This design comes from an exercise in tuning for small area on the open sky130 flow, not from production work. Only simulation tests tie the RTL to the original design; equivalence was not proved. Power figures rest on the tool's default switching activity, not on a simulated workload.

**design.v**
```verilog
`default_nettype none
package qsfp_cfg_pkg;
   typedef logic [11:0] csr_addr_t;
   typedef logic [63:0] csr_data_t;
   typedef logic [7:0]  mod_byte_t;
   typedef logic [5:0]  byte_addr_t;
   typedef logic [2:0]  word_addr_t;
   typedef logic [15:0] i2c_cmd_t;
   localparam int SHADOW_BYTES = 64;
   localparam int SHADOW_WORDS = 8;
   localparam mod_byte_t QSFP_DEV_ADDR = 8'hA1;
endpackage
`default_nettype wire
`default_nettype none
package qsfp_csr_pkg;
   localparam logic [11:0] REG_ID      = 12'h000;
   localparam logic [11:0] REG_STATUS  = 12'h008;
   localparam logic [11:0] REG_CONFIG  = 12'h010;
   localparam logic [11:0] SHADOW_BASE = 12'h100;
   localparam logic [63:0] QSFP_FEATURE_ID = 64'h5153_4650_4354_0001;
   localparam int CFG_SOFTRST_MOD  = 0;
   localparam int CFG_SOFTRST_CTRL = 1;
   localparam int CFG_MODESEL      = 2;
   localparam int CFG_LPMODE       = 3;
   localparam int CFG_POLL_EN      = 4;
   localparam logic [63:0] CFG_RESET_VALUE = 64'h0;
   localparam int STS_MODPRSL   = 0;
   localparam int STS_INT_QSFP  = 1;
   localparam int STS_PAUSED    = 2;
   localparam int STS_CURR_ADDR = 8;
endpackage
`default_nettype wire
`timescale 1ns/1ps
`default_nettype none
module qsfp_poller (
   input  logic       clk,
   input  logic       rst_i,
   input  logic       poll_en_i,
   output logic       cmd_valid_o,
   output logic [15:0]   cmd_data_o,
   input  logic       cmd_ready_i,
   input  logic       rx_valid_i,
   input  logic [7:0]  rx_data_i,
   output logic       rx_ready_o,
   output logic       wr_en_o,
   output logic [5:0] wr_addr_o,
   output logic [7:0]  wr_data_o,
   output logic       paused_o,
   output logic [5:0] curr_addr_o
);
   typedef enum logic [1:0] {
      IDLE,
      SEND_CMD,
      WAIT_BYTE,
      STORE
   } poll_state_t;
   poll_state_t state;
   poll_state_t next_state;
   logic [5:0]  curr_addr;
   logic [7:0]   rx_byte;
   always_comb begin
      next_state = state;
      case (state)
         IDLE:      if (poll_en_i) next_state = SEND_CMD;
         SEND_CMD:  if (cmd_ready_i) next_state = WAIT_BYTE;
         WAIT_BYTE: if (rx_valid_i) next_state = STORE;
         STORE:     next_state = poll_en_i ? SEND_CMD : IDLE;
         default:   next_state = IDLE;
      endcase
   end
   always_ff @(posedge clk) begin
      if (rst_i) begin
         state     <= IDLE;
         curr_addr <= '0;
      end else begin
         state <= next_state;
         if (state == STORE) begin
            if (curr_addr == 6'(qsfp_cfg_pkg::SHADOW_BYTES - 1))
               curr_addr <= '0;
            else
               curr_addr <= curr_addr + 1'b1;
         end
      end
   end
   always_ff @(posedge clk) begin
      if (state == WAIT_BYTE && rx_valid_i)
         rx_byte <= rx_data_i;
   end
   assign cmd_valid_o = (state == SEND_CMD);
   assign cmd_data_o  = {qsfp_cfg_pkg::QSFP_DEV_ADDR, 2'b00, curr_addr};
   assign rx_ready_o  = (state == WAIT_BYTE);
   assign wr_en_o     = (state == STORE);
   assign wr_addr_o   = curr_addr;
   assign wr_data_o   = rx_byte;
   assign paused_o    = (state == IDLE);
   assign curr_addr_o = curr_addr;
endmodule
`default_nettype wire
`timescale 1ns/1ps
`default_nettype none
module qsfp_shadow_ram (
   input  logic       clk,
   input  logic       wr_en_i,
   input  logic [5:0] wr_addr_i,
   input  logic [7:0]  wr_data_i,
   input  logic       rd_en_i,
   input  logic [2:0] rd_word_i,
   output logic [63:0]  rd_data_o
);
   logic [63:0]  mem [qsfp_cfg_pkg::SHADOW_WORDS];
   logic [2:0] wr_word;
   logic [2:0] wr_lane;
   assign wr_word = wr_addr_i[5:3];
   assign wr_lane = wr_addr_i[2:0];
   always_ff @(posedge clk) begin
      if (wr_en_i)
         mem[wr_word][wr_lane*8 +: 8] <= wr_data_i;
   end
   always_ff @(posedge clk) begin
      if (rd_en_i)
         rd_data_o <= mem[rd_word_i];
   end
endmodule
`default_nettype wire
`timescale 1ns/1ps
`default_nettype none
module qsfp_csr_regs (
   input  logic       clk,
   input  logic       rst_i,
   input  logic       wr_en_i,
   input  logic [1:0] rd_sel_i,
   input  logic [63:0]  wr_data_i,
   output logic [63:0]  rd_data_o,
   input  logic       modprsl_i,
   input  logic       int_qsfp_i,
   input  logic       paused_i,
   input  logic [5:0] curr_addr_i,
   output logic       modesel_o,
   output logic       lpmode_o,
   output logic       softreset_qsfpm_o,
   output logic       softreset_ctrl_o,
   output logic       poll_en_o
);
   logic [63:0] cfg_q;
   logic [63:0] status;
   always_ff @(posedge clk) begin
      if (rst_i)
         cfg_q <= qsfp_csr_pkg::CFG_RESET_VALUE;
      else if (wr_en_i)
         cfg_q <= wr_data_i;
   end
   assign softreset_qsfpm_o = cfg_q[qsfp_csr_pkg::CFG_SOFTRST_MOD];
   assign softreset_ctrl_o  = cfg_q[qsfp_csr_pkg::CFG_SOFTRST_CTRL];
   assign modesel_o         = cfg_q[qsfp_csr_pkg::CFG_MODESEL];
   assign lpmode_o          = cfg_q[qsfp_csr_pkg::CFG_LPMODE];
   assign poll_en_o         = cfg_q[qsfp_csr_pkg::CFG_POLL_EN];
   always_comb begin
      status = '0;
      status[qsfp_csr_pkg::STS_MODPRSL]  = modprsl_i;
      status[qsfp_csr_pkg::STS_INT_QSFP] = int_qsfp_i;
      status[qsfp_csr_pkg::STS_PAUSED]   = paused_i;
      status[qsfp_csr_pkg::STS_CURR_ADDR +: 6] = curr_addr_i;
   end
   always_comb begin
      case (rd_sel_i)
         qsfp_csr_pkg::REG_ID[4:3]:     rd_data_o = qsfp_csr_pkg::QSFP_FEATURE_ID;
         qsfp_csr_pkg::REG_STATUS[4:3]: rd_data_o = status;
         qsfp_csr_pkg::REG_CONFIG[4:3]: rd_data_o = cfg_q;
         default:         rd_data_o = '0;
      endcase
   end
endmodule
`default_nettype wire
`timescale 1ns/1ps
`default_nettype none
module qsfp_csr_decoder (
   input  logic       clk,
   input  logic       rst_i,
   input  logic       csr_req_valid_i,
   output logic       csr_req_ready_o,
   input  logic       csr_write_i,
   input  logic [11:0]  csr_addr_i,
   input  logic [63:0]  csr_wdata_i,
   output logic       csr_rsp_valid_o,
   input  logic       csr_rsp_ready_i,
   output logic [63:0]  csr_rdata_o,
   output logic       reg_wr_en_o,
   output logic [1:0] reg_sel_o,
   output logic [63:0]  reg_wr_data_o,
   input  logic [63:0]  reg_rd_data_i,
   output logic       shadow_rd_en_o,
   output logic [2:0] shadow_word_o,
   input  logic [63:0]  shadow_rd_data_i
);
   logic      is_reg;
   logic      is_cfg;
   logic      is_shadow;
   logic      req_take;
   logic      rsp_valid_q;
   logic      shadow_wait_q;
   logic [63:0] rdata_q;
   assign is_cfg    = (csr_addr_i[11:3] == qsfp_csr_pkg::REG_CONFIG[11:3]);
   assign is_reg    = (csr_addr_i[11:3] == qsfp_csr_pkg::REG_ID[11:3]) ||
                      (csr_addr_i[11:3] == qsfp_csr_pkg::REG_STATUS[11:3]) || is_cfg;
   assign is_shadow = (csr_addr_i[11:6] == qsfp_csr_pkg::SHADOW_BASE[11:6]);
   assign csr_req_ready_o = !(rsp_valid_q || shadow_wait_q);
   assign req_take        = csr_req_valid_i && csr_req_ready_o;
   assign reg_sel_o      = csr_addr_i[4:3];
   assign reg_wr_data_o  = csr_wdata_i;
   assign reg_wr_en_o    = req_take && csr_write_i && is_cfg;
   assign shadow_rd_en_o = req_take && !csr_write_i && is_shadow;
   assign shadow_word_o  = csr_addr_i[5:3];
   always_ff @(posedge clk) begin
      if (rst_i) begin
         rsp_valid_q   <= 1'b0;
         shadow_wait_q <= 1'b0;
      end else if (shadow_rd_en_o) begin
         shadow_wait_q <= 1'b1;
      end else if (req_take) begin
         rsp_valid_q <= 1'b1;
      end else if (shadow_wait_q) begin
         shadow_wait_q <= 1'b0;
         rsp_valid_q   <= 1'b1;
      end else if (rsp_valid_q && csr_rsp_ready_i) begin
         rsp_valid_q <= 1'b0;
      end
   end
   always_ff @(posedge clk) begin
      if (req_take)
         rdata_q <= (!csr_write_i && is_reg) ? reg_rd_data_i : '0;
      else if (shadow_wait_q)
         rdata_q <= shadow_rd_data_i;
   end
   assign csr_rsp_valid_o = rsp_valid_q;
   assign csr_rdata_o     = rdata_q;
endmodule
`default_nettype wire
`timescale 1ns/1ps
`default_nettype none
module qsfp_ctrl_top (
   input  logic      clk,
   input  logic      rst_i,
   input  logic      csr_req_valid_i,
   output logic      csr_req_ready_o,
   input  logic      csr_write_i,
   input  logic [11:0] csr_addr_i,
   input  logic [63:0] csr_wdata_i,
   output logic      csr_rsp_valid_o,
   input  logic      csr_rsp_ready_i,
   output logic [63:0] csr_rdata_o,
   output logic      cmd_valid_o,
   output logic [15:0]  cmd_data_o,
   input  logic      cmd_ready_i,
   input  logic      rx_valid_i,
   input  logic [7:0] rx_data_i,
   output logic      rx_ready_o,
   input  logic      modprsl_i,
   input  logic      int_qsfp_i,
   output logic      modesel_o,
   output logic      lpmode_o,
   output logic      softreset_qsfpm_o
);
   logic       ctrl_rst;
   logic       softreset_ctrl;
   logic       poll_en;
   logic       paused;
   logic [5:0] curr_addr;
   logic       sh_wr_en;
   logic [5:0] sh_wr_addr;
   logic [7:0]  sh_wr_data;
   logic       sh_rd_en;
   logic [2:0] sh_rd_word;
   logic [63:0]  sh_rd_data;
   logic       reg_wr_en;
   logic [1:0] reg_sel;
   logic [63:0]  reg_wr_data;
   logic [63:0]  reg_rd_data;
   assign ctrl_rst = rst_i || softreset_ctrl;
   qsfp_poller u_poller (
      .clk         (clk),
      .rst_i       (ctrl_rst),
      .poll_en_i   (poll_en),
      .cmd_valid_o (cmd_valid_o),
      .cmd_data_o  (cmd_data_o),
      .cmd_ready_i (cmd_ready_i),
      .rx_valid_i  (rx_valid_i),
      .rx_data_i   (rx_data_i),
      .rx_ready_o  (rx_ready_o),
      .wr_en_o     (sh_wr_en),
      .wr_addr_o   (sh_wr_addr),
      .wr_data_o   (sh_wr_data),
      .paused_o    (paused),
      .curr_addr_o (curr_addr)
   );
   qsfp_shadow_ram u_shadow_ram (
      .clk       (clk),
      .wr_en_i   (sh_wr_en),
      .wr_addr_i (sh_wr_addr),
      .wr_data_i (sh_wr_data),
      .rd_en_i   (sh_rd_en),
      .rd_word_i (sh_rd_word),
      .rd_data_o (sh_rd_data)
   );
   qsfp_csr_decoder u_decoder (
      .clk              (clk),
      .rst_i            (rst_i),
      .csr_req_valid_i  (csr_req_valid_i),
      .csr_req_ready_o  (csr_req_ready_o),
      .csr_write_i      (csr_write_i),
      .csr_addr_i       (csr_addr_i),
      .csr_wdata_i      (csr_wdata_i),
      .csr_rsp_valid_o  (csr_rsp_valid_o),
      .csr_rsp_ready_i  (csr_rsp_ready_i),
      .csr_rdata_o      (csr_rdata_o),
      .reg_wr_en_o      (reg_wr_en),
      .reg_sel_o        (reg_sel),
      .reg_wr_data_o    (reg_wr_data),
      .reg_rd_data_i    (reg_rd_data),
      .shadow_rd_en_o   (sh_rd_en),
      .shadow_word_o    (sh_rd_word),
      .shadow_rd_data_i (sh_rd_data)
   );
   qsfp_csr_regs u_regs (
      .clk               (clk),
      .rst_i             (rst_i),
      .wr_en_i           (reg_wr_en),
      .rd_sel_i          (reg_sel),
      .wr_data_i         (reg_wr_data),
      .rd_data_o         (reg_rd_data),
      .modprsl_i         (modprsl_i),
      .int_qsfp_i        (int_qsfp_i),
      .paused_i          (paused),
      .curr_addr_i       (curr_addr),
      .modesel_o         (modesel_o),
      .lpmode_o          (lpmode_o),
      .softreset_qsfpm_o (softreset_qsfpm_o),
      .softreset_ctrl_o  (softreset_ctrl),
      .poll_en_o         (poll_en)
   );
endmodule
`default_nettype wire
```
**run.sh**
```bash
#!/bin/bash
# synth_recipe.tcl (not shown) runs the flow's synth.tcl, then flattens the netlist and writes it again
# the make line also repeats each setting of config.mk as NAME=value (left out here)
make -C /OpenROAD-flow-scripts/flow DESIGN_CONFIG=/design/flow/config.mk WORK_HOME=/design/flow/orfs CLKGATE_MAP_FILE= SYNTH_SCRIPT=/design/flow/synth_recipe.tcl finish
```
**config.mk**
```make
export PLATFORM = sky130hd
export DESIGN_NAME = qsfp_ctrl_top
export DESIGN_NICKNAME = qsfp_ctrl_top
export VERILOG_FILES = /design/flow/design.v
export SDC_FILE = /design/flow/constraint.sdc
export NUM_CORES = 4
export LEC_CHECK = 0
export CAP_MARGIN = 20
export CORE_MARGIN = 2
export CORE_UTILIZATION = 40
export SLEW_MARGIN = 20
```
**constraint.sdc**
```tcl
create_clock -name core_clock -period 10.0 [get_ports {clk}]
set_input_delay 2.0000 -clock core_clock [delete_from_list [all_inputs] [get_ports {clk}]]
set_output_delay 2.0000 -clock core_clock [all_outputs]
set_load 0.01 [all_outputs]
```
==> run notes <==
[cell families after synthesis]
logic type | synth area share, %
flip-flops | 75.1
AND/OR/NAND/NOR | 6.36
AO/OA/AOI/OAI | 3.21
other | 0.0269
XOR/XNOR | 0.0314
adder cells (fa/ha/maj) | 0.494
buffers and inverters | 1.73
multiplexers | 13.0
[cell type report]
class                   count  area share (%)
flip-flops and latches    722            63.6
diodes                      1         0.00760
clock buffers              93            6.33
repair buffers            183            5.42
inverters                   9           0.103
well taps                 931            3.54
clock inverters            42            1.26
multi-input cells         724            19.7
[through the flow]
stage	cell area, sq um	setup slack, ns	hold WS, ns	util, %
after floorplan	27900	5.60	0.432	-
after global placement	30400	4.49	0.439	44.2
after detailed placement	30400	4.50	0.444	44.2
after CTS	32900	5.14	0.452	47.8
after global routing	32900	4.93	0.464	47.8
final	32900	5.28	0.449	47.8
[metal layers]
metal	track usage, %	vias to the layer above
met3	3.12	93
met5	0	-
met4	5.00	0
li1	-	6342
met1	25.2	7330
met2	29.1	452
[power by group]
part           internal (uW)  leakage (uW)  switching, uW  total [uW]
Combinational            125       0.00268            121         245
Sequential              3270       0.00680           11.0        3280
Clock                   1700       0.00122           1120        2820
[worst paths after layout]
path | start | slack [ns] | to | cells after the start
min reg2reg | u_regs.cfg_q[31] | 0.45 | u_regs.cfg_q[31] | 2
max | csr_addr_i[3] | 5.28 | u_shadow_ram.rd_data_o[14] | 5
min | u_regs.cfg_q[31] | 0.45 | u_regs.cfg_q[31] | 2
max reg2reg | u_decoder.rsp_valid_q | 6.79 | u_shadow_ram.rd_data_o[61] | 4
[synthesized netlist by cell type (6+ instances only)]
library cell and count:
edfxtp_1 648, nand2_1 155, mux4_2 128, nor2_1 75, dfxtp_1 74, a21oi_1 68
and2_1 65, mux2_2 64, clkbuf_1 50, a22o_1 37, buf_2 23, nor2b_1 21
o21ai_0 19, ha_1 11, buf_4 10, inv_1 9, nor3_1 9, a221o_1 8
and2_0 8, nand3b_1 7, nand4_1 6
[layout by cell type, fill, tap and decap left out, types with 9 or more instances in the layout]
| master | n |
|---|---|
| a22o_1 | 37 |
| clkdlybuf4s50_1 | 162 |
| o21ai_0 | 19 |
| ha_1 | 11 |
| nand2_1 | 155 |
| clkinv_1 | 20 |
| nor2_1 | 75 |
| buf_4 | 17 |
| bufinv_16 | 9 |
| nor2b_1 | 21 |
| clkbuf_16 | 81 |
| clkbuf_1 | 11 |
| a21oi_1 | 68 |
| clkinv_2 | 11 |
| dfxtp_1 | 74 |
| mux4_2 | 128 |
| edfxtp_1 | 648 |
| and2_1 | 65 |
| conb_1 | 10 |
| mux2_2 | 64 |
[worst register-to-register path, cell delays in order (launching register included)]
cell and delay [ns]:
dfxtp_1 0.42, nor3b_2 0.56, nand4_1 0.45, inv_2 0.67, buf_4 0.70
[flip-flops by register name (all words and copies together), names as in the netlist]
signal,cells
u_shadow_ram.mem,512
u_decoder.rdata_q,64
u_regs.cfg_q,64
u_shadow_ram.rd_data_o,64
u_poller.rx_byte,8
u_poller.curr_addr,6
u_poller.state,2
u_decoder.rsp_valid_q,1
u_decoder.shadow_wait_q,1
==> results.yml <==
pwr:
  fin_total_pwr_uw: 6350
  leakagePower_uw: 0.0107
  power.density_nw_per_um2: 193
  peakVddDrop_mv: 0.113
finish:
  nNetsFinal: 1820
  regArea_sq_um: 20900
  drive_gt1_share_pct: 18.6
  instances_no_fill: 2705
  area_growth_pct: 18.1
  multi_input_area_sq_um: 6490
  final.fill_count: 5782
grt:
  grt_overflow: 0
  grt_max_degree: 68
  grt_pass1_vias: 14500
  grt_pass1_wl_um: 93600
  antenna_found_initial: 3
  grt_usage_pct: 17.9
setup_path:
  crit_type: "in2reg"
  crit_path_max_incr_delay_ns: 0.84
  cp_slowest_cell: "buf_4"
  crit_fanout: 54
  crit_buf_inv: 3
  path_common_cell: "buf_4"
  critical_path.top_delay_family: "buffers and inverters"
  endpoint_kind: "flop"
  worstPathArrival_ns: 5.06
  required_ns: 10.35
  cp_cell_sequence: "clkbuf_8 > buf_4 > buf_4 > mux4_2 > mux2_2"
  worst_setup_path_start_kind: "primary input"
drt:
  vias_per_cell: 5.26
  dr.pass1.iters: 5
  drcViolationCount: 0
  wl_met2_um: 30600
  wl_um: 63600
  top_layer: "met4"
  vias: 14200
  initialDrtViolationCount: 1097
  antenna_left: 0
  routedWlPerCell_um: 23.5
  wl_met1_um: 28000
  met3_length_um: 3740
synthesis:
  synth_seq_area_share_pct: 75.1
  synth_edf_count: 648
  synth.cell_area_sq_um: 27900
  async_flop_share_pct: 0
  netlist-cell-type-count: 45
  synth_warnings: 4
  yosys-top-cells-area: "edfxtp_1 70%, mux4_2 10%, dfxtp_1 5.3%, mux2_2 2.6%, nand2_1 2.1%"
  yosysTopAreaCell: "edfxtp_1"
  synth_cells: 1539
  ys.flop_type: "edfxtp_1"
  ys_seq_elements: 722
  synthDominantCellAreaShare_pct: 69.8
  synth_area_per_cell_sq_um: 18.1
die:
  fp.dieH_um: 268
  dieArea_sq_um: 71800
  num_rows: 96
  initial_core_util_pct: 40.5
  die_w_um: 268
  ios: 180
  fp.coreArea_sq_um: 68800
status:
  status: "no timing/DRC/antenna violations"
cts:
  cts_resized: 0
  clk_latency_ns: 0.61
  cts_made_buffers: 76
  cts_root_buffer: "clkbuf_16"
  clockBufferDepth: 3
  cts.clk_slew.worst_paths_ns: 0.06
  cts_tree: "done"
  cts_setup_buffers: 0
  cts_hold_buf: 0
  cts_htree_levels: 3
  cts.sinks: 722
sta:
  slew-limit-headroom_pct: 28.0
  setup_viol: 0
  min_period_ns: 4.72
  finClkSkew_ns: 0.0126
  grt_setup_unrepaired: "no"
  fin_crit_sh_pct: 47.2
  fin_setup_tns_ns: 0
  maxSlewViolCount: 0
  fmax_mhz: 212
  tightestPinTransition_ns: 1.08
  hold_violations: 0
placement:
  portBuffers: 166
  gp_congestion: 0.711
  placed_cells: 2569
  detailed_place_hpwl_um: 38100
job:
  drv_cap: 0
worst_hold_path:
  hold_path_class: "reg2reg"

[afterwards: timing with drivers on the ports]
How much do the figures lean on ideal ports? The routed layout below was timed once more, with nothing changed but the port constraints. Step 1 assumes that a clkbuf_16 drives the clock port and a buf_2 every other input. Step 2 moves the port delays by t, midway between the first and last clock arrival at a register: inputs arrive t later, outputs are due t later. That takes back most of the time a late clock gives input paths. a / b / c = ideal / step 1 / step 2; a / b = the first two.
shift t [ns]: 0.656
setup WS [ns]: 5.284 / 5.279 / 4.623
worst register clock-pin slew, ns: 0.06 / 0.06
worst data-port slew with drivers (ns): 0.07
cell pins on the clock port's net: 1
After both steps this run still meets setup and hold. The setup slack of this run moves by -0.005 ns with the drivers and by -0.661 ns with both steps.
